Context: an optimization exercise on an open-source flow, tuned for small area. The choices shown serve that exercise and are no tape-out recipe. Function was checked by simulation only, so behaviour that the tests miss may differ from the original. No activity file was given, so power comes from the tool's default toggle rates.

$ cat flow/design.v
`timescale 1ns/1ps
`default_nettype none
module core_top (
    input  wire        clk,
    input  wire        rst,
    output wire        imem_req_valid,
    input  wire        imem_req_ready,
    output wire [63:0] imem_req_addr,
    input  wire        imem_rsp_valid,
    output wire        imem_rsp_ready,
    input  wire [63:0] imem_rsp_rdata,
    output wire        dmem_req_valid,
    input  wire        dmem_req_ready,
    output wire [63:0] dmem_req_addr,
    output wire        dmem_req_we,
    output wire [63:0] dmem_req_wdata,
    input  wire        dmem_rsp_valid,
    output wire        dmem_rsp_ready,
    input  wire [63:0] dmem_rsp_rdata,
    output wire        retire_valid,
    output wire [63:0] retire_pc,
    output wire [4:0]  retire_rd,
    output wire        retire_rd_we,
    output wire [63:0] retire_rd_data
);
    reg  [1:0]  ph;      
    reg         clr;     
    reg         act;     
    reg         ldw;     
    reg         ireq;    
    reg         dpend;   
    reg  [2:0]  dout;    
    reg  [63:2] pc;
    reg         carry;
    reg         eqacc;
    reg  [63:0] rr;      
    reg  [63:0] ww;      
    wire ph0 = (ph == 2'd0);
    wire ph3 = (ph == 2'd3);
    wire [31:0] inst   = pc[2] ? imem_rsp_rdata[63:32] : imem_rsp_rdata[31:0];
    wire [6:0]  opcode = inst[6:0];
    wire [2:0]  f3     = inst[14:12];
    wire [4:0]  rd     = inst[11:7];
    wire [4:0]  rs1    = inst[19:15];
    wire [4:0]  rs2    = inst[24:20];
    wire is_op   = (opcode == 7'b0110011) && (f3 == 3'b000 || f3 == 3'b100 || f3[2:1] == 2'b11);
    wire is_addi = (opcode == 7'b0010011) && (f3 == 3'b000);
    wire is_ld   = (opcode == 7'b0000011) && (f3 == 3'b011);
    wire is_sd   = (opcode == 7'b0100011) && (f3 == 3'b011);
    wire is_br   = (opcode == 7'b1100011) && (f3[2:1] == 2'b00);
    wire is_jal  = (opcode == 7'b1101111);
    wire known   = is_op | is_addi | is_ld | is_sd | is_br | is_jal;
    wire writes  = is_op | is_addi | is_ld | is_jal;
    wire is_sub  = is_op && (f3 == 3'b000) && inst[30];
    wire use_imm = is_addi | is_ld | is_sd;
    wire        run;
    wire        wen;
    wire [15:0] wd;
    wire [16*32-1:0] ring_out;
    assign ring_out[15:0] = 16'd0;
    genvar g;
    generate
        for (g = 1; g < 32; g = g + 1) begin : gr
            reg  [63:0] s;
            wire        we_g = clr | (wen && rd == g);
            always @(posedge clk) begin
                s <= {s[47:0], we_g ? wd : s[63:48]};
            end
            assign ring_out[16*g +: 16] = s[63:48];
        end
    endgenerate
    wire [15:0] a_rf = ring_out[16*rs1 +: 16];
    wire [15:0] b_rf = ring_out[16*rs2 +: 16];
    wire [11:0] imm12 = is_sd ? {inst[31:25], inst[11:7]} : inst[31:20];
    wire [15:0] immc  = ph0 ? {{4{imm12[11]}}, imm12} : {16{imm12[11]}};
    wire [63:0] pcx   = {pc, 2'b00};
    reg  [15:0] pcc;
    always @(*) begin
        case (ph)
            2'd0:    pcc = pcx[15:0];
            2'd1:    pcc = pcx[31:16];
            2'd2:    pcc = pcx[47:32];
            default: pcc = pcx[63:48];
        endcase
    end
    wire [15:0] op_a = is_jal ? pcc : a_rf;
    wire [15:0] op_b = is_jal ? {13'd0, ph0, 2'b00} : (use_imm ? immc : b_rf);
    wire        cin  = ph0 ? is_sub : carry;
    wire [16:0] sum  = {1'b0, op_a} + {1'b0, is_sub ? ~op_b : op_b} + {16'd0, cin};
    reg  [15:0] alu;
    always @(*) begin
        if (is_op && f3[2]) begin
            case (f3[1:0])
                2'b00:   alu = op_a ^ op_b;
                2'b10:   alu = op_a | op_b;
                default: alu = op_a & op_b;
            endcase
        end else begin
            alu = sum[15:0];
        end
    end
    reg [15:0] ldc;
    always @(*) begin
        case (ph)
            2'd0:    ldc = dmem_rsp_rdata[15:0];
            2'd1:    ldc = dmem_rsp_rdata[31:16];
            2'd2:    ldc = dmem_rsp_rdata[47:32];
            default: ldc = dmem_rsp_rdata[63:48];
        endcase
    end
    wire [15:0] res = ldw ? ldc : alu;
    assign wd  = clr ? 16'd0 : res;
    assign wen = run && (ldw || (writes && !is_ld));
    wire eq    = eqacc && (a_rf == b_rf);
    wire taken = is_br && (f3[0] ? !eq : eq);
    wire word_ok = ireq && imem_rsp_valid;
    wire ld_rsp  = ldw && !dpend && dout == 3'd1 && dmem_rsp_valid;
    wire start   = !clr && !dpend && (ldw ? ld_rsp : word_ok);
    assign run   = ph0 ? start : act;
    wire end_rnd  = run && ph3;
    wire mem_iss  = end_rnd && !ldw && (is_ld || is_sd);
    wire complete = (end_rnd && !(!ldw && is_ld) && !(!ldw && is_sd && !dmem_req_ready))
                  || (dpend && !ldw && dmem_req_ready);
    wire redirect = end_rnd && !ldw && (is_jal || taken);
    wire wordchg  = redirect || pc[2];
    wire [18:0] joff = is_jal ? {inst[31], inst[19:12], inst[20], inst[30:22]}
                              : {{9{inst[31]}}, inst[7], inst[30:25], inst[11:9]};
    wire [63:2] addend = !complete ? 62'd0 : redirect ? {{43{joff[18]}}, joff} : 62'd1;
    wire [63:2] npc    = pc + addend;
    assign imem_req_valid = !ireq || (complete && wordchg);
    assign imem_req_addr  = {npc[63:3], 3'b000};
    assign imem_rsp_ready = complete && wordchg;
    wire byp = end_rnd;
    assign dmem_req_valid = dpend || mem_iss;
    assign dmem_req_we    = is_sd;
    assign dmem_req_addr  = {byp ? res : rr[63:48], rr[47:0]};
    assign dmem_req_wdata = {byp ? b_rf : ww[63:48], ww[47:0]};
    assign dmem_rsp_ready = !(ldw && !dpend && dout == 3'd1) || (end_rnd && ldw);
    assign retire_valid   = complete && known;
    assign retire_pc      = pcx;
    assign retire_rd      = rd;
    assign retire_rd_we   = writes;
    assign retire_rd_data = dmem_req_addr;
    wire ifire  = imem_req_valid && imem_req_ready;
    wire irfire = imem_rsp_valid && imem_rsp_ready;
    wire dfire  = dmem_req_valid && dmem_req_ready;
    wire drfire = dmem_rsp_valid && dmem_rsp_ready;
    always @(posedge clk or posedge rst) begin
        if (rst) begin
            ph    <= 2'd0;
            clr   <= 1'b1;
            act   <= 1'b0;
            ldw   <= 1'b0;
            ireq  <= 1'b0;
            dpend <= 1'b0;
            dout  <= 3'd0;
            pc    <= 62'd0;
        end else begin
            ph    <= ph + 2'd1;
            if (ph3) clr <= 1'b0;
            act   <= run && !ph3;
            if (end_rnd) ldw <= !ldw && is_ld;
            if (ifire) ireq <= 1'b1;
            else if (irfire) ireq <= 1'b0;
            dpend <= dmem_req_valid && !dmem_req_ready;
            dout  <= dout + {2'd0, dfire} - {2'd0, drfire};
            pc    <= npc;
        end
    end
    always @(posedge clk) begin
        if (run) begin
            carry <= sum[16];
            eqacc <= (ph0 || eqacc) && (a_rf == b_rf);
            case (ph)
                2'd0:    begin rr[15:0]  <= res; ww[15:0]  <= b_rf; end
                2'd1:    begin rr[31:16] <= res; ww[31:16] <= b_rf; end
                2'd2:    begin rr[47:32] <= res; ww[47:32] <= b_rf; end
                default: begin rr[63:48] <= res; ww[63:48] <= b_rf; end
            endcase
        end
    end
endmodule
`default_nettype wire
$ cat flow/run.sh
#!/bin/bash
# synth_recipe.tcl (not shown) runs the flow's synth.tcl, then flattens the netlist and writes it again
# the make line also repeats each setting of config.mk as NAME=value (left out here)
make -C /OpenROAD-flow-scripts/flow DESIGN_CONFIG=/design/flow/config.mk WORK_HOME=/design/flow/orfs CLKGATE_MAP_FILE= SYNTH_SCRIPT=/design/flow/synth_recipe.tcl finish
$ cat flow/config.mk
export PLATFORM = sky130hd
export DESIGN_NAME = core_top
export DESIGN_NICKNAME = core_top
export VERILOG_FILES = /design/flow/design.v
export SDC_FILE = /design/flow/constraint.sdc
export NUM_CORES = 8
export LEC_CHECK = 0
export CAP_MARGIN = 20
export CORE_MARGIN = 2
export CORE_UTILIZATION = 25
export SLEW_MARGIN = 20
$ cat flow/constraint.sdc
create_clock -name core_clock -period 7.0 [get_ports {clk}]
set_input_delay 1.4000 -clock core_clock [delete_from_list [all_inputs] [get_ports {clk}]]
set_output_delay 1.4000 -clock core_clock [all_outputs]
set_load 0.01 [all_outputs]
==> results.txt, run 1 <==
GR Overflow Total=0; Synth Area in Compound Gates=0.155; critical path startpoint=imem_rsp_rdata[21]; skew final=0.0912 ns; Sw Ratio=0.411; worst reg2reg startpoint=pc[2]; dominant synthesized flop cell=dfxtp_1; mux cell area share after synthesis=0.0257; ys async rst share=0.0329; CTS Buf Count=221; Least-Margin Pin Slew=1.19 ns; Vias=between 60000 and 70000; register bit total from synthesis=2186; Row Count=200; Comb power frac=0.461; Inst Count DP=approximately 12000; SO Faults=setup timing; EDFF count, synth=130; Post-Route WL=343000 microns; XOR/XNOR Fraction of Synth Area=0.0118; io pins=466; layout overhead on the synthesized area=42.8%; launching element type of the critical path=primary input; DP Area=0.0929 sq mm; die width=~550 microns; Cell Pwr Density=493 mW/mm^2; GRT Util Overall=0.214; worst ir drop on vdd=slightly below 0.7 mV; RSZ-0062 raised after global routing=true; cells after synthesis=7317; reg2reg path depth=43; pin count of the biggest net entering global routing=102; adder-cell share of the synthesized area=0.0204; first-pass GRT wire length=between 400000 and 500000 microns; worst slack at placement=-4.10 ns; core footprint=0.297 sq mm; slowest stage delay, CP=0.55 ns; largest family of logic cells by synthesized area=compound AO/OA/AOI/OAI gates; crit path DAT=roughly 8.6 ns; Port-buffer cells=460; Seq pwr share=0.298; worst setup margin=-2.97 ns; Setup CP Type=in -> out; Max-Cap Viols=0; DRT iter0 DRCs=around 7300; final non-filler cell total=13100; hold_buf cts=0; share of layout cells above drive strength 1=0.298; Mapped Area=0.0745 sq mm; initial antenna violation count=25; RePlAce Congestion=approximately 1; status=complete, but fails checks; Synth warnings=1; fmax=approximately 100 MHz; cell mode on critical path=buf_12; root buf cell=clkbuf_16; WP data required=5.60 ns; clk buf depth=4; vias in the first global route=60700; clk sinks=2186; Yosys cell types=106; Worst R2R Setup Slack=-0.84 ns; Slew headroom=0.204; worst hold slack=approximately 0.25 ns; die area=0.302 sq mm; design area=~0.11 sq mm; CP max-delay cell=mux4_2; NumNets Final=9183; Die H=550 microns; routed len/inst=26.3 microns; Tcrit/Tclk final=1.42; DP HPWL=247000 microns; Hold Path Class=reg -> reg; final setup violation count=487; Routed Antenna Nets=0; max-slew violations=0; Via-to-Cell Ratio=around 4.9; Fin. Hold Viols=0; Clock transition at path regs=0.07 ns; CTS tree=yes; internal power=between 30 and 40 mW; Layout Utilization=0.358; Psw=21.6 mW; initial core utilization=0.251; Clk pwr share=0.240; simple-gate area share of the yosys netlist=0.120; clock latency (worst-skew pair)=0.92 ns; CP Capture Type=output pin; Final Critical Period=9.97 ns; TritonRoute pass-1 iters=10; Mean Syn Cell Area=10.2 sq um; reg2reg end=rr[31]; # DRC=0; worst setup path endpoint=imem_req_addr[59]; crit path max fanout=9; sequential area share after synthesis=0.610; H-tree depth=4; leakage power=43.4 nW
-- how the worst min path moves through the flow --
| stage | slack, ns | endpoint | cells after the start | start |
|---|---|---|---|---|
| after detailed placement | 0.31 | gr[2].s[29] | 0 | gr[2].s[13] |
| after floorplan | 0.31 | gr[10].s[16] | 0 | gr[10].s[0] |
| final | 0.25 | gr[23].s[43] | 0 | gr[23].s[27] |
| after global placement | 0.31 | gr[2].s[34] | 0 | gr[2].s[18] |
| after CTS | 0.26 | gr[23].s[43] | 0 | gr[23].s[27] |
| after global routing | 0.26 | gr[23].s[43] | 0 | gr[23].s[27] |
-- metal layers --
metal | GRT usage | up-vias | share of wire
met1 | 0.289 | 31500 | 0.43
li1 | - | 28400 | -
met4 | 0.0957 | 14 | 0.052
met5 | 0 | - | 0.00029
met2 | 0.328 | 3188 | 0.43
met3 | 0.0445 | 729 | 0.082
-- registers in the layout, indices dropped and copies added, names as in the netlist --
name   flops
dout       3
act        1
carry      1
ireq       1
ldw        1
eqacc      1
dpend      1
rr        64
gr.s    1984
ww        64
ph         2
pc        62
clr        1
-- logic make-up (layout without fill, tap and decap cells) --
logic type,count (synthesis),after routing
AOI/OAI and AO/OA,1807,1807
adders and majority gates,119,119
other,1,17
buffers and inverters,803,2593
muxes,142,142
DFF,2186,2186
xor gates and xnor gates,100,100
and+or+nand+nor,2159,2159
-- synthesized netlist by cell type (all sizes together) (32+ instances only) --
cell	number	share of area
nor3	59	0.0042
a222oi	32	0.0043
edfxtp	130	0.052
a211oi	249	0.025
dfxtp	1984	0.53
mux2i	71	0.010
a221oi	60	0.0071
o31ai	32	0.0034
mux2	40	0.0062
o22ai	113	0.0096
xor2	33	0.0039
o21ai	361	0.024
o211ai	126	0.013
xnor2	67	0.0079
inv	91	0.0046
nand4	32	0.0027
a21o	62	0.0062
ha	115	0.019
a21oi	544	0.037
clkbuf	274	0.014
buf	437	0.039
nor2	739	0.037
nand3	138	0.0093
nand2	1035	0.052
dfrtp	71	0.024
a31oi	41	0.0035
-- layout by cell type (no fill, tap or decap), drive strengths merged, types with 16 or more instances in the layout --
cell type      count
nand2           1035
dfrtp             71
a31oi             41
clkinv            49
and2              16
a211oi           249
o21ai            361
and3              31
clkbuf           305
bufinv            27
mux2i             71
o22ai            113
o21a              19
nor3              59
inv              114
o211ai           126
nand3            138
mux2              40
nor4              16
ha               115
clkdlybuf4s50    348
nor2b             26
nand4             32
nand2b            24
a22oi             24
a221oi            60
o31ai             32
a21oi            544
nor2             739
xor2              33
dfxtp           1984
a222oi            32
xnor2             67
edfxtp           130
mux4              31
buf             1726
a21o              62
o21bai            31
-- critical path, delay by kind of cell --
kind	cells	cell delay, ns
AOI/OAI and AO/OA	8	1.08
xor gates and xnor gates	1	0.24
adders and majority gates	1	0.28
buffers and inverters	15	2.14
muxes	3	0.99
and+or+nand+nor	11	2.37
-- power groups by stage --
stage          logic [mW]  registers [mW]  clock network (mW)
6_report             24.2            15.6                12.6
5_1_grt              24.6            15.8                13.3
4_1_cts              20.0            15.6                12.8
3_5_place_dp         18.4            15.9                   0
3_3_place_gp         18.3            15.8                   0
2_1_floorplan        7.28            15.5                   0
-- per-stage QoR --
step	total power, mW	TNS (ns)
2_1_floorplan	22.7	-79.50
3_3_place_gp	34.2	-741.99
3_5_place_dp	34.3	-743.23
4_1_cts	48.4	-225.95
5_1_grt	53.6	-423.13
6_report	52.5	-356.42
-- area by class of cell --
type / instances / area (sq um)
antenna: 12 / 30.0
clock buffer: 295 / 6340
clock inverter: 109 / 1470
fill: 29400 / 190000
inverter: 92 / 354
multi-input combinational: 4332 / 28500
sequential: 2186 / 45400
tap: 3939 / 4930
timing repair buffer: 2097 / 19300
-- timing repair --
| item | CTS | global route |
|---|---|---|
| gates cloned | 3 | 14 |
| gates resized for setup | 815 | 458 |
| pin swaps | 189 | 178 |
| buffers inserted | 137 | 78 |
| endpoints found under the setup margin | 350 | 452 |
==> run 2, diff against run 1 <==
--- a/flow/design.v
+++ b/flow/design.v
@@ -27,22 +27,27 @@
     reg         clr;     
     reg         act;     
     reg         ldw;     
-    reg         ireq;    
+    reg         irv;     
+    reg  [31:0] ir;
+    reg  [63:2] pc;      
+    reg         nf;      
+    reg         drop;    
+    reg         flip;    
+    reg         xd;      
+    reg         tk;      
     reg         dpend;   
     reg  [2:0]  dout;    
-    reg  [63:2] pc;
     reg         carry;
     reg         eqacc;
     reg  [63:0] rr;      
     reg  [63:0] ww;      
     wire ph0 = (ph == 2'd0);
     wire ph3 = (ph == 2'd3);
-    wire [31:0] inst   = pc[2] ? imem_rsp_rdata[63:32] : imem_rsp_rdata[31:0];
-    wire [6:0]  opcode = inst[6:0];
-    wire [2:0]  f3     = inst[14:12];
-    wire [4:0]  rd     = inst[11:7];
-    wire [4:0]  rs1    = inst[19:15];
-    wire [4:0]  rs2    = inst[24:20];
+    wire [6:0]  opcode = ir[6:0];
+    wire [2:0]  f3     = ir[14:12];
+    wire [4:0]  rd     = ir[11:7];
+    wire [4:0]  rs1    = ir[19:15];
+    wire [4:0]  rs2    = ir[24:20];
     wire is_op   = (opcode == 7'b0110011) && (f3 == 3'b000 || f3 == 3'b100 || f3[2:1] == 2'b11);
     wire is_addi = (opcode == 7'b0010011) && (f3 == 3'b000);
     wire is_ld   = (opcode == 7'b0000011) && (f3 == 3'b011);
@@ -51,7 +56,7 @@
     wire is_jal  = (opcode == 7'b1101111);
     wire known   = is_op | is_addi | is_ld | is_sd | is_br | is_jal;
     wire writes  = is_op | is_addi | is_ld | is_jal;
-    wire is_sub  = is_op && (f3 == 3'b000) && inst[30];
+    wire is_sub  = is_op && (f3 == 3'b000) && ir[30];
     wire use_imm = is_addi | is_ld | is_sd;
     wire        run;
     wire        wen;
@@ -71,7 +76,7 @@
     endgenerate
     wire [15:0] a_rf = ring_out[16*rs1 +: 16];
     wire [15:0] b_rf = ring_out[16*rs2 +: 16];
-    wire [11:0] imm12 = is_sd ? {inst[31:25], inst[11:7]} : inst[31:20];
+    wire [11:0] imm12 = is_sd ? {ir[31:25], ir[11:7]} : ir[31:20];
     wire [15:0] immc  = ph0 ? {{4{imm12[11]}}, imm12} : {16{imm12[11]}};
     wire [63:0] pcx   = {pc, 2'b00};
     reg  [15:0] pcc;
@@ -112,37 +117,41 @@
     assign wd  = clr ? 16'd0 : res;
     assign wen = run && (ldw || (writes && !is_ld));
     wire eq    = eqacc && (a_rf == b_rf);
-    wire taken = is_br && (f3[0] ? !eq : eq);
-    wire word_ok = ireq && imem_rsp_valid;
-    wire ld_rsp  = ldw && !dpend && dout == 3'd1 && dmem_rsp_valid;
-    wire start   = !clr && !dpend && (ldw ? ld_rsp : word_ok);
-    assign run   = ph0 ? start : act;
-    wire end_rnd  = run && ph3;
-    wire mem_iss  = end_rnd && !ldw && (is_ld || is_sd);
-    wire complete = (end_rnd && !(!ldw && is_ld) && !(!ldw && is_sd && !dmem_req_ready))
-                  || (dpend && !ldw && dmem_req_ready);
-    wire redirect = end_rnd && !ldw && (is_jal || taken);
-    wire wordchg  = redirect || pc[2];
-    wire [18:0] joff = is_jal ? {inst[31], inst[19:12], inst[20], inst[30:22]}
-                              : {{9{inst[31]}}, inst[7], inst[30:25], inst[11:9]};
-    wire [63:2] addend = !complete ? 62'd0 : redirect ? {{43{joff[18]}}, joff} : 62'd1;
+    wire taken = f3[0] ? !eq : eq;
+    wire ld_rsp = !dpend && dout == 3'd1 && dmem_rsp_valid;
+    wire start  = !clr && irv && !xd && !dpend && (ldw ? ld_rsp : known);
+    assign run  = ph0 ? start : act;
+    wire end_rnd = run && ph3;
+    wire end_fin = end_rnd && (ldw || !is_ld);    
+    wire mem_iss = end_rnd && !ldw && (is_ld || is_sd);
+    wire pred     = is_jal || (is_br && f3[0]);   
+    wire guess    = pred ^ flip;
+    wire tk_now   = end_fin ? taken : tk;
+    wire mis      = is_br && (tk_now != guess);
+    wire done     = irv && (end_fin || xd || !known);
+    wire store_ok = !is_sd || !dmem_req_valid || dmem_req_ready;
+    wire advance  = done && nf && !mis && store_ok;
+    wire fixup    = done && nf && mis;
+    wire [18:0] joff = is_jal ? {ir[31], ir[19:12], ir[20], ir[30:22]}
+                              : {{9{ir[31]}}, ir[7], ir[30:25], ir[11:9]};
+    wire [63:2] addend = !irv ? 62'd0 : guess ? {{43{joff[18]}}, joff} : 62'd1;
     wire [63:2] npc    = pc + addend;
-    assign imem_req_valid = !ireq || (complete && wordchg);
+    wire [63:2] pc_d   = advance ? npc : pc;
+    wire ld_ir = (!irv || advance) && nf && !drop && imem_rsp_valid;
+    assign imem_req_valid = !nf;
     assign imem_req_addr  = {npc[63:3], 3'b000};
-    assign imem_rsp_ready = complete && wordchg;
+    assign imem_rsp_ready = drop || ((!irv || advance) && nf);
     wire byp = end_rnd;
     assign dmem_req_valid = dpend || mem_iss;
     assign dmem_req_we    = is_sd;
     assign dmem_req_addr  = {byp ? res : rr[63:48], rr[47:0]};
     assign dmem_req_wdata = {byp ? b_rf : ww[63:48], ww[47:0]};
     assign dmem_rsp_ready = !(ldw && !dpend && dout == 3'd1) || (end_rnd && ldw);
-    assign retire_valid   = complete && known;
+    assign retire_valid   = advance && known;
     assign retire_pc      = pcx;
     assign retire_rd      = rd;
     assign retire_rd_we   = writes;
     assign retire_rd_data = dmem_req_addr;
-    wire ifire  = imem_req_valid && imem_req_ready;
-    wire irfire = imem_rsp_valid && imem_rsp_ready;
     wire dfire  = dmem_req_valid && dmem_req_ready;
     wire drfire = dmem_rsp_valid && dmem_rsp_ready;
     always @(posedge clk or posedge rst) begin
@@ -151,23 +160,37 @@
             clr   <= 1'b1;
             act   <= 1'b0;
             ldw   <= 1'b0;
-            ireq  <= 1'b0;
+            irv   <= 1'b0;
+            pc    <= 62'd0;
+            nf    <= 1'b0;
+            drop  <= 1'b0;
+            flip  <= 1'b0;
+            xd    <= 1'b0;
             dpend <= 1'b0;
             dout  <= 3'd0;
-            pc    <= 62'd0;
         end else begin
             ph    <= ph + 2'd1;
             if (ph3) clr <= 1'b0;
             act   <= run && !ph3;
             if (end_rnd) ldw <= !ldw && is_ld;
-            if (ifire) ireq <= 1'b1;
-            else if (irfire) ireq <= 1'b0;
+            pc    <= pc_d;
+            if (ld_ir) irv <= 1'b1;
+            else if (advance) irv <= 1'b0;
+            if (imem_req_ready) nf <= 1'b1;    
+            if (ld_ir || fixup) nf <= 1'b0;
+            if (fixup) drop <= 1'b1;
+            else if (imem_rsp_valid) drop <= 1'b0;
+            if (advance) flip <= 1'b0;
+            else if (fixup) flip <= 1'b1;
+            if (advance) xd <= 1'b0;
+            else if (end_fin || fixup) xd <= 1'b1;
             dpend <= dmem_req_valid && !dmem_req_ready;
             dout  <= dout + {2'd0, dfire} - {2'd0, drfire};
-            pc    <= npc;
         end
     end
     always @(posedge clk) begin
+        if (ld_ir) ir <= pc_d[2] ? imem_rsp_rdata[63:32] : imem_rsp_rdata[31:0];
+        if (end_fin) tk <= taken;
         if (run) begin
             carry <= sum[16];
             eqacc <= (ph0 || eqacc) && (a_rf == b_rf);
--- a/flow/config.mk
+++ b/flow/config.mk
@@ -7,5 +7,6 @@
 export LEC_CHECK = 0
 export CAP_MARGIN = 20
 export CORE_MARGIN = 2
-export CORE_UTILIZATION = 25
+export CORE_UTILIZATION = 55
+export CTS_BUF_LIST = sky130_fd_sc_hd__clkbuf_4 sky130_fd_sc_hd__clkbuf_8
 export SLEW_MARGIN = 20
==> run 2 against run 1 <==
Against the previous run:
- the layout still fails its checks (setup timing)
- cell count fell by 31%
- sequential share of layout area rose by 8.6 points
- critical path type is now reg -> out
- utilization rose by 32 points
- largest power group is now sequential cells
- critical endpoint is now dmem_req_addr[53]
==> results.txt, run 2 <==
initial core utilization=0.552 (was 0.251); # DRC=0 (unchanged); Via-to-Cell Ratio=5.62 (was 4.89); DRT iter0 DRCs=4565 (was 7318); vias in the first global route=50100 (was 60700); internal power=22.9 mW (was 30.9 mW); Die H=369 microns (was 550 microns); cells after synthesis=6228 (was 7317); Inst Count DP=8344 (was 12500); Psw=10.9 mW (was 21.6 mW); GRT Util Overall=0.340 (was 0.214); worst ir drop on vdd=0.357 mV (was 0.680 mV); leakage power=36.3 nW (was 43.4 nW); routed len/inst=26.0 microns (was 26.3 microns); DP HPWL=161000 microns (was 247000 microns); most frequent cells in the layout=dfxtp_1, nand2_1, buf_4 (was dfxtp_1, buf_4, nand2_1); CP cell instances=buf_12 > buf_16 > mux4_2 > and2_4 > o31ai_4 > a32o_2 > nor2_1 > o32a_1 > xor2_1 > ha_1 > buf_6 > o21ai_4 > a21boi_2 > o21a_1 > o21a_1 > buf_4 > buf_4 > nor3_1 > nor3_1 > a21oi_4 > mux2_2 > clkdlybuf4s50_1; Cell Pwr Density=373 mW/mm^2 (was 493 mW/mm^2); Slew headroom=0.216 (was 0.204); adder-cell share of the synthesized area=0.0207 (was 0.0204); Hold Path Class=reg -> reg (unchanged); CTS tree=yes (unchanged); Mean Syn Cell Area=11.8 sq um (was 10.2 sq um); Final Critical Period=7.54 ns (was 9.97 ns); most common cell after layout, fill and taps aside=dfxtp_1 (unchanged); fillers=10100 (was 29400); slowest stage delay, CP=0.56 ns (was 0.55 ns); Least-Margin Pin Slew=1.18 ns (was 1.19 ns); hold path depth=0 (unchanged); share of layout cells above drive strength 1=0.237 (was 0.298); Clk pwr share=0.328 (was 0.240); NumNets Final=7288 (was 9183); worst setup margin=-0.544 ns (was -2.97 ns); die width=369 microns (was 550 microns); status=complete, but fails checks (unchanged); max-slew violations=0 (unchanged); CP Capture Type=output pin (unchanged); dominant synthesized flop cell=dfxtp_1 (unchanged); simple-gate area share of the yosys netlist=0.0896 (was 0.120); Fin. Hold Viols=0 (unchanged); pin count of the biggest net entering global routing=175 (was 102); mux cell area share after synthesis=0.0930 (was 0.0257); CP max-delay cell=clkdlybuf4s50_1 (was mux4_2); Layout Utilization=0.682 (was 0.358); RePlAce Congestion=0.965 (was 0.999); Setup CP Type=reg -> out (was in -> out); Largest Register=gr.s (unchanged); largest family of logic cells by synthesized area=compound AO/OA/AOI/OAI gates (unchanged); SO Faults=setup timing (unchanged); clk buf depth=4 (unchanged); Synth Area in Compound Gates=0.104 (was 0.155); crit path max fanout=6 (was 9); max FFs per register=1984 (unchanged); Clock transition at path regs=0.07 ns (about the same); Sw Ratio=0.321 (was 0.411); Tcrit/Tclk final=1.08 (was 1.42); core footprint=0.133 sq mm (was 0.297 sq mm); Commonest cells post-synth=dfxtp_1, nand2_1, a21oi_1, clkbuf_1, nor2_1 (was dfxtp_1, nand2_1, nor2_1, a21oi_1, o21ai_0); leading area contributor after synthesis=dfxtp_1 (unchanged); Hold Path End=gr[7].s[39] (was gr[23].s[43]); reg2reg path depth=20 (was 43); launching element type of the critical path=flip-flop (was primary input); Row Count=134 (was 200); ranking of synthesized cells by area=dfxtp_1, edfxtp_1, mux4_2 (was dfxtp_1, edfxtp_1, nand2_1); XOR/XNOR Fraction of Synth Area=0.0122 (was 0.0118); RSZ-0062 raised after global routing=true (unchanged); clock latency (worst-skew pair)=1.04 ns (was 0.92 ns); Total Power=33.8 mW (was 52.5 mW); post-synth top area share=0.541 (was 0.533); Vias=50800 (was 63800); dominant cell by count in the synthesized netlist=dfxtp_1 (unchanged); Seq pwr share=0.402 (was 0.298); WP data required=5.60 ns (about the same); Comb power frac=0.270 (was 0.461); EDFF count, synth=162 (was 130); skew final=0.0906 ns (was 0.0912 ns); Hold Startpoint=gr[7].s[23] (was gr[23].s[27]); Yosys cell types=92 (was 106); ys async rst share=0.0342 (was 0.0329); CTS Buf Count=346 (was 221); register bit total from synthesis=2223 (was 2186); io pins=466 (unchanged); TritonRoute pass-1 iters=6 (was 10); GR Overflow Total=0 (unchanged); fmax=133 MHz (was 100 MHz); first-pass GRT wire length=339000 microns (was 464000 microns); final setup violation count=31 (was 487); critical path startpoint=ir[20] (was imem_rsp_rdata[21]); Setup TNS Final=-8.68 ns (was -356.42 ns); reg2reg end=ir[20] (was rr[31]); root buf cell=clkbuf_8 (was clkbuf_16); worst reg2reg startpoint=ir[15] (was pc[2]); Max-Cap Viols=0 (unchanged); Routed Antenna Nets=0 (unchanged); layout overhead on the synthesized area=23.5% (was 42.8%); hold_buf cts=0 (unchanged); final non-filler cell total=9032 (was 13100); Worst R2R Setup Slack=1.09 ns (was -0.84 ns); H-tree depth=5 (was 4); biggest regs=gr.s: 1984 flops, rr: 64 flops, ww: 64 flops (unchanged); Port-buffer cells=460 (unchanged); Mapped Area=0.0734 sq mm (was 0.0745 sq mm); crit path DAT=6.14 ns (was 8.57 ns); die area=0.136 sq mm (was 0.302 sq mm); Synth warnings=1 (unchanged); clk sinks=2223 (was 2186); sequential area share after synthesis=0.634 (was 0.610); initial antenna violation count=9 (was 25); Post-Route WL=235000 microns (was 343000 microns)
==> run 2: how the worst max path moves through the flow <==
stage	end	slack, ns	depth (start not counted)
3_3_place_gp	dmem_req_addr[62]	-0.71	25
5_1_grt	dmem_req_addr[62]	-0.78	25
4_1_cts	dmem_req_addr[62]	-0.54	26
6_report	dmem_req_addr[53]	-0.54	22
3_5_place_dp	dmem_req_addr[62]	-0.73	25
2_1_floorplan	retire_rd_data[62]	0.001	24
==> run 2: per-stage QoR <==
stage	hold slack, ns	worst slack, ns	instance area, sq um
after floorplan	0.310	0.00108	73400
after global placement	0.309	-0.708	81100
after detailed placement	0.312	-0.734	81100
after CTS	0.269	-0.542	89700
after global routing	0.270	-0.777	90600
final	0.275	-0.544	90600
==> run 2: power groups by stage <==
stage	Combinational, mW	Clock, mW	Sequential [mW]
6_report	9.13	11.1	13.6
5_1_grt	9.49	11.8	13.6
4_1_cts	8.80	11.2	13.6
3_5_place_dp	8.40	0	13.8
3_3_place_gp	8.32	0	13.8
2_1_floorplan	4.21	0	13.7
==> run 2: layer usage <==
metal  global-route usage  wire length, microns  vias up
li1                     -                     -    23100
met1                0.458                 99800    25000
met2                0.526                105000     2132
met3               0.0740                 18700      514
met4                0.153                 11400        2
met5                    0                    13        -
==> run 2: cell families after synthesis <==
logic type	after synthesis
AO/OA/AOI/OAI	1175
multiplexers	420
buffers and inverters	662
other	1
AND/OR/NAND/NOR	1526
adder cells (fa/ha/maj)	119
XOR/XNOR	102
flip-flops	2223
==> run 2: final cells by class <==
| class | count | area (sq um) | share of cell area |
|---|---|---|---|
| Clock buffer | 542 | 6700 | 0.0739 |
| Antenna cell | 3 | 7.51 | 0.0000828 |
| Sequential cell | 2223 | 46500 | 0.513 |
| Tap cell | 1768 | 2210 | 0.0244 |
| Timing Repair Buffer | 1026 | 9460 | 0.104 |
| Inverter | 91 | 348 | 0.00384 |
| Multi-Input combinational cell | 3347 | 25000 | 0.276 |
| Clock inverter | 32 | 372 | 0.00410 |
==> run 2: repair_timing <==
action / 4_1_cts / 5_1_grt
resized for setup: 457 / 148
pin swaps: 102 / 93
cloned: 3 / 0
setup endpoints to repair: 79 / 81
buffers inserted: 72 / 49
==> run 2: worst max-delay path, delay by kind of cell (launching register included) <==
family	cells	cell delay, ns
multiplexers	2	0.78
AND/OR/NAND/NOR	4	0.62
XOR/XNOR	1	0.15
flip-flops	1	0.40
AO/OA/AOI/OAI	8	1.64
adder cells (fa/ha/maj)	1	0.31
buffers and inverters	6	1.22
==> run 3, diff against run 2 <==
--- a/flow/config.mk
+++ b/flow/config.mk
@@ -7,6 +7,5 @@
 export LEC_CHECK = 0
 export CAP_MARGIN = 20
 export CORE_MARGIN = 2
-export CORE_UTILIZATION = 55
-export CTS_BUF_LIST = sky130_fd_sc_hd__clkbuf_4 sky130_fd_sc_hd__clkbuf_8
+export CORE_UTILIZATION = 25
 export SLEW_MARGIN = 20
==> run 3 against run 2 <==
Against the previous run:
- the layout still fails its checks (setup timing)
- clock-buffer cell count decreased by 277
- sequential power about the same
- register-to-register slack got worse by 0.22 ns
- clock power about the same
- clock skew decreased by 0.0086 ns
- worst hold slack improved by 0.0073 ns
- largest cell class unchanged
==> results.txt, run 3 <==
status=complete, but fails checks (unchanged); max-slew violations=0 (unchanged); Mapped Area=0.0734 sq mm (unchanged); leading area contributor after synthesis=dfxtp_1 (unchanged); Comb power frac=0.277 (was 0.270); WP data required=5.60 ns (about the same); most common cell after layout, fill and taps aside=dfxtp_1 (unchanged); CP top delay family=compound AO/OA/AOI/OAI gates (unchanged); worst hold slack=0.282 ns (was 0.275 ns); dominant cell by count in the synthesized netlist=dfxtp_1 (unchanged); biggest regs=gr.s: 1984 flops, rr: 64 flops, ww: 64 flops (unchanged); cells after synthesis=6228 (unchanged); Port-buffer cells=460 (unchanged); worst setup margin=-0.492 ns (was -0.544 ns); hold path depth=0 (unchanged); Total Power=34.6 mW (was 33.8 mW); die width=546 microns (was 369 microns); die area=0.298 sq mm (was 0.136 sq mm); TritonRoute pass-1 iters=7 (was 6); most frequent cells in the layout=dfxtp_1, nand2_1, buf_4 (unchanged); Slew headroom=0.282 (was 0.216); Least-Margin Pin Slew=1.07 ns (was 1.18 ns); Setup CP Type=reg -> out (unchanged); Post-Route WL=265000 microns (was 235000 microns); routed len/inst=24.0 microns (was 26.0 microns); internal power=23.2 mW (was 22.9 mW); Max-Cap Viols=0 (unchanged); H-tree depth=4 (was 5); io pins=466 (unchanged); path length in cells of the critical path=24 (was 22); Final Critical Period=7.49 ns (was 7.54 ns); Hold Path Class=reg -> reg (unchanged); GRT Util Overall=0.171 (was 0.340); Worst Path Buf+Inv=4 (was 6); Cell Pwr Density=367 mW/mm^2 (was 373 mW/mm^2); initial core utilization=0.252 (was 0.552); pin count of the biggest net entering global routing=167 (was 175); first-pass GRT wire length=374000 microns (was 339000 microns); DRT iter0 DRCs=4626 (was 4565); crit path DAT=6.09 ns (was 6.14 ns); max FFs per register=1984 (unchanged); share of layout cells above drive strength 1=0.228 (was 0.237); Layout Utilization=0.324 (was 0.682); Seq pwr share=0.394 (was 0.402); Mean Syn Cell Area=11.8 sq um (unchanged); Psw=11.5 mW (was 10.9 mW); crit path max fanout=4 (was 6); SO Faults=setup timing (unchanged); post-synth top area share=0.541 (unchanged); CP cell instances=buf_6 > buf_6 > mux4_2 > nand2_1 > and3_4 > o31ai_4 > nor2_1 > or3_4 > xor2_2 > fa_2 > fa_2 > nor2b_4 > o21ai_2 > a21boi_2 > o21ai_2 > a21boi_2 > o21ai_2 > a21oi_2 > o2111ai_2 > a2111oi_2 > buf_4 > nor3_4 > mux2_4 > buf_6 (was buf_12 > buf_16 > mux4_2 > and2_4 > o31ai_4 > a32o_2 > nor2_1 > o32a_1 > xor2_1 > ha_1 > buf_6 > o21ai_4 > a21boi_2 > o21a_1 > o21a_1 > buf_4 > buf_4 > nor3_1 > nor3_1 > a21oi_4 > mux2_2 > clkdlybuf4s50_1); Commonest cells post-synth=dfxtp_1, nand2_1, a21oi_1, clkbuf_1, nor2_1 (unchanged); Vias=51300 (was 50800); GR Overflow Total=0 (unchanged); worst ir drop on vdd=0.389 mV (was 0.357 mV); Tcrit/Tclk final=1.07 (was 1.08); Routed Antenna Nets=0 (unchanged); Sw Ratio=0.331 (was 0.321); design area=0.0944 sq mm (was 0.0906 sq mm); RSZ-0062 raised after global routing=true (unchanged); sequential area share after synthesis=0.634 (unchanged); skew final=0.0821 ns (was 0.0906 ns); CTS tree=yes (unchanged); core footprint=0.292 sq mm (was 0.133 sq mm); CP max-delay cell=edfxtp_1 (was clkdlybuf4s50_1); initial antenna violation count=12 (was 9); slowest stage delay, CP=0.47 ns (was 0.56 ns); Die H=546 microns (was 369 microns); NumNets Final=7241 (was 7288); clk sinks=2223 (unchanged); reg2reg path depth=19 (was 20); EDFF count, synth=162 (unchanged); DP Area=0.0847 sq mm (was 0.0811 sq mm); CP Capture Type=output pin (unchanged); ys async rst share=0.0342 (unchanged); DP HPWL=191000 microns (was 161000 microns); clk buf depth=3 (was 4); launching element type of the critical path=flip-flop (unchanged); Row Count=198 (was 134); ranking of synthesized cells by area=dfxtp_1, edfxtp_1, mux4_2 (unchanged); fmax=133 MHz (about the same); Clk pwr share=0.329 (was 0.328); Largest Register=gr.s (unchanged); layout overhead on the synthesized area=28.6% (was 23.5%); root buf cell=clkbuf_16 (was clkbuf_8); clock latency (worst-skew pair)=0.87 ns (was 1.04 ns); Via-to-Cell Ratio=4.63 (was 5.62); leakage power=36.5 nW (was 36.3 nW); Yosys cell types=92 (unchanged); worst slack at placement=-1.29 ns (was -0.734 ns); final setup violation count=39 (was 31); register bit total from synthesis=2223 (unchanged); Clock transition at path regs=0.07 ns (about the same); # DRC=0 (unchanged); RePlAce Congestion=0.953 (was 0.965); Synth warnings=1 (unchanged); dominant synthesized flop cell=dfxtp_1 (unchanged); vias in the first global route=50400 (was 50100); CTS Buf Count=195 (was 346); fillers=28900 (was 10100); Fin. Hold Viols=0 (unchanged)
run 3: final cells by class:
type / count / area, sq um / share of cell area
Clock inverter: 100 / 1360 / 0.0144
Multi-Input combinational cell: 3348 / 25500 / 0.270
Inverter: 91 / 352 / 0.00372
Tap cell: 3900 / 4880 / 0.0517
Sequential cell: 2223 / 46500 / 0.493
Clock buffer: 265 / 5570 / 0.0590
Timing Repair Buffer: 1129 / 10300 / 0.109
Antenna cell: 6 / 15.0 / 0.000159
run 3: cell families after synthesis:
family / after synthesis / share of synthesized area
simple gates: 1526 / 0.0896
xor+xnor: 102 / 0.0122
fa+ha+maj: 119 / 0.0207
compound gates: 1175 / 0.104
other cells: 1 / 0.0000511
buf+inv: 662 / 0.0469
flops: 2223 / 0.634
mux: 420 / 0.0930
run 3: final timing paths:
kind | startpoint | to | slack [ns]
worst min-delay path | gr[27].s[29] | gr[27].s[45] | 0.28
min in group asynchronous | rst | pc[43] | 0.89
worst max register to register | ir[15] | ir[21] | 0.87
worst max-delay path | ir[20] | retire_rd_data[62] | -0.49
worst min register to register | gr[27].s[29] | gr[27].s[45] | 0.28
max in group asynchronous | rst | pc[2] | 4.94
run 3: power groups by stage:
stage	sequential [mW]	combinational (mW)	clock, mW
finish	13.6	9.60	11.4
global route	13.6	9.95	12.0
CTS	13.6	9.32	11.5
detailed placement	13.9	8.92	0
global placement	13.9	8.85	0
floorplan	13.7	4.21	0
run 3: per-layer routing:
layer,vias to the layer above,share of wire,wire [microns],GRT usage
li1,23000,-,-,-
met1,25600,0.42,111000,0.220
met2,2194,0.46,121000,0.275
met3,453,0.074,19600,0.0349
met4,2,0.052,13700,0.0832
met5,-,0.000049,13,0
run 3: timing repair:
| item | 4_1_cts | 5_1_grt |
|---|---|---|
| resized for setup | 478 | 225 |
| buffers inserted | 50 | 36 |
| hold buffers | 0 | 0 |
| pin swaps | 98 | 110 |
| hold endpoints to repair | 0 | 0 |
| setup endpoints to repair | 89 | 78 |
| cloned | 3 | 0 |
run 3: metrics by stage:
step | cells | TNS [ns]
global placement | 10600 | -22.52
detailed placement | 10600 | -23.94
finish | 11100 | -8.68
global route | 11100 | -17.44
CTS | 11000 | -8.23
floorplan | 6232 | 0

afterwards: timing with drivers on the ports:
No port has a modelled driver above. Below, the same layouts with a new extraction and two added sets of constraints. Step 1, drivers: a clkbuf_16 drives clk and a buf_2 each remaining input, both assumed. Step 2 times the ports against the registers' clock, not the clock port: input delays grow and output delays shrink by t, the midpoint of the rising clock arrivals with the driver on. a / b / c = no drivers / after step 1 / after step 2; a / b = the first two.
run | shift t [ns] | setup WS [ns] | pins driven straight from the clock port
run 1 | 0.972 | -2.968 / -3.043 / -3.008 | 1
run 2 | 1.062 | -0.544 / -0.617 / 0.445 | 1
run 3 | 0.924 | -0.492 / -0.586 / 0.338 | 1
For run 1, which loses most, drivers alone change the setup slack by -0.075 ns; drivers and shift together by -0.040 ns.
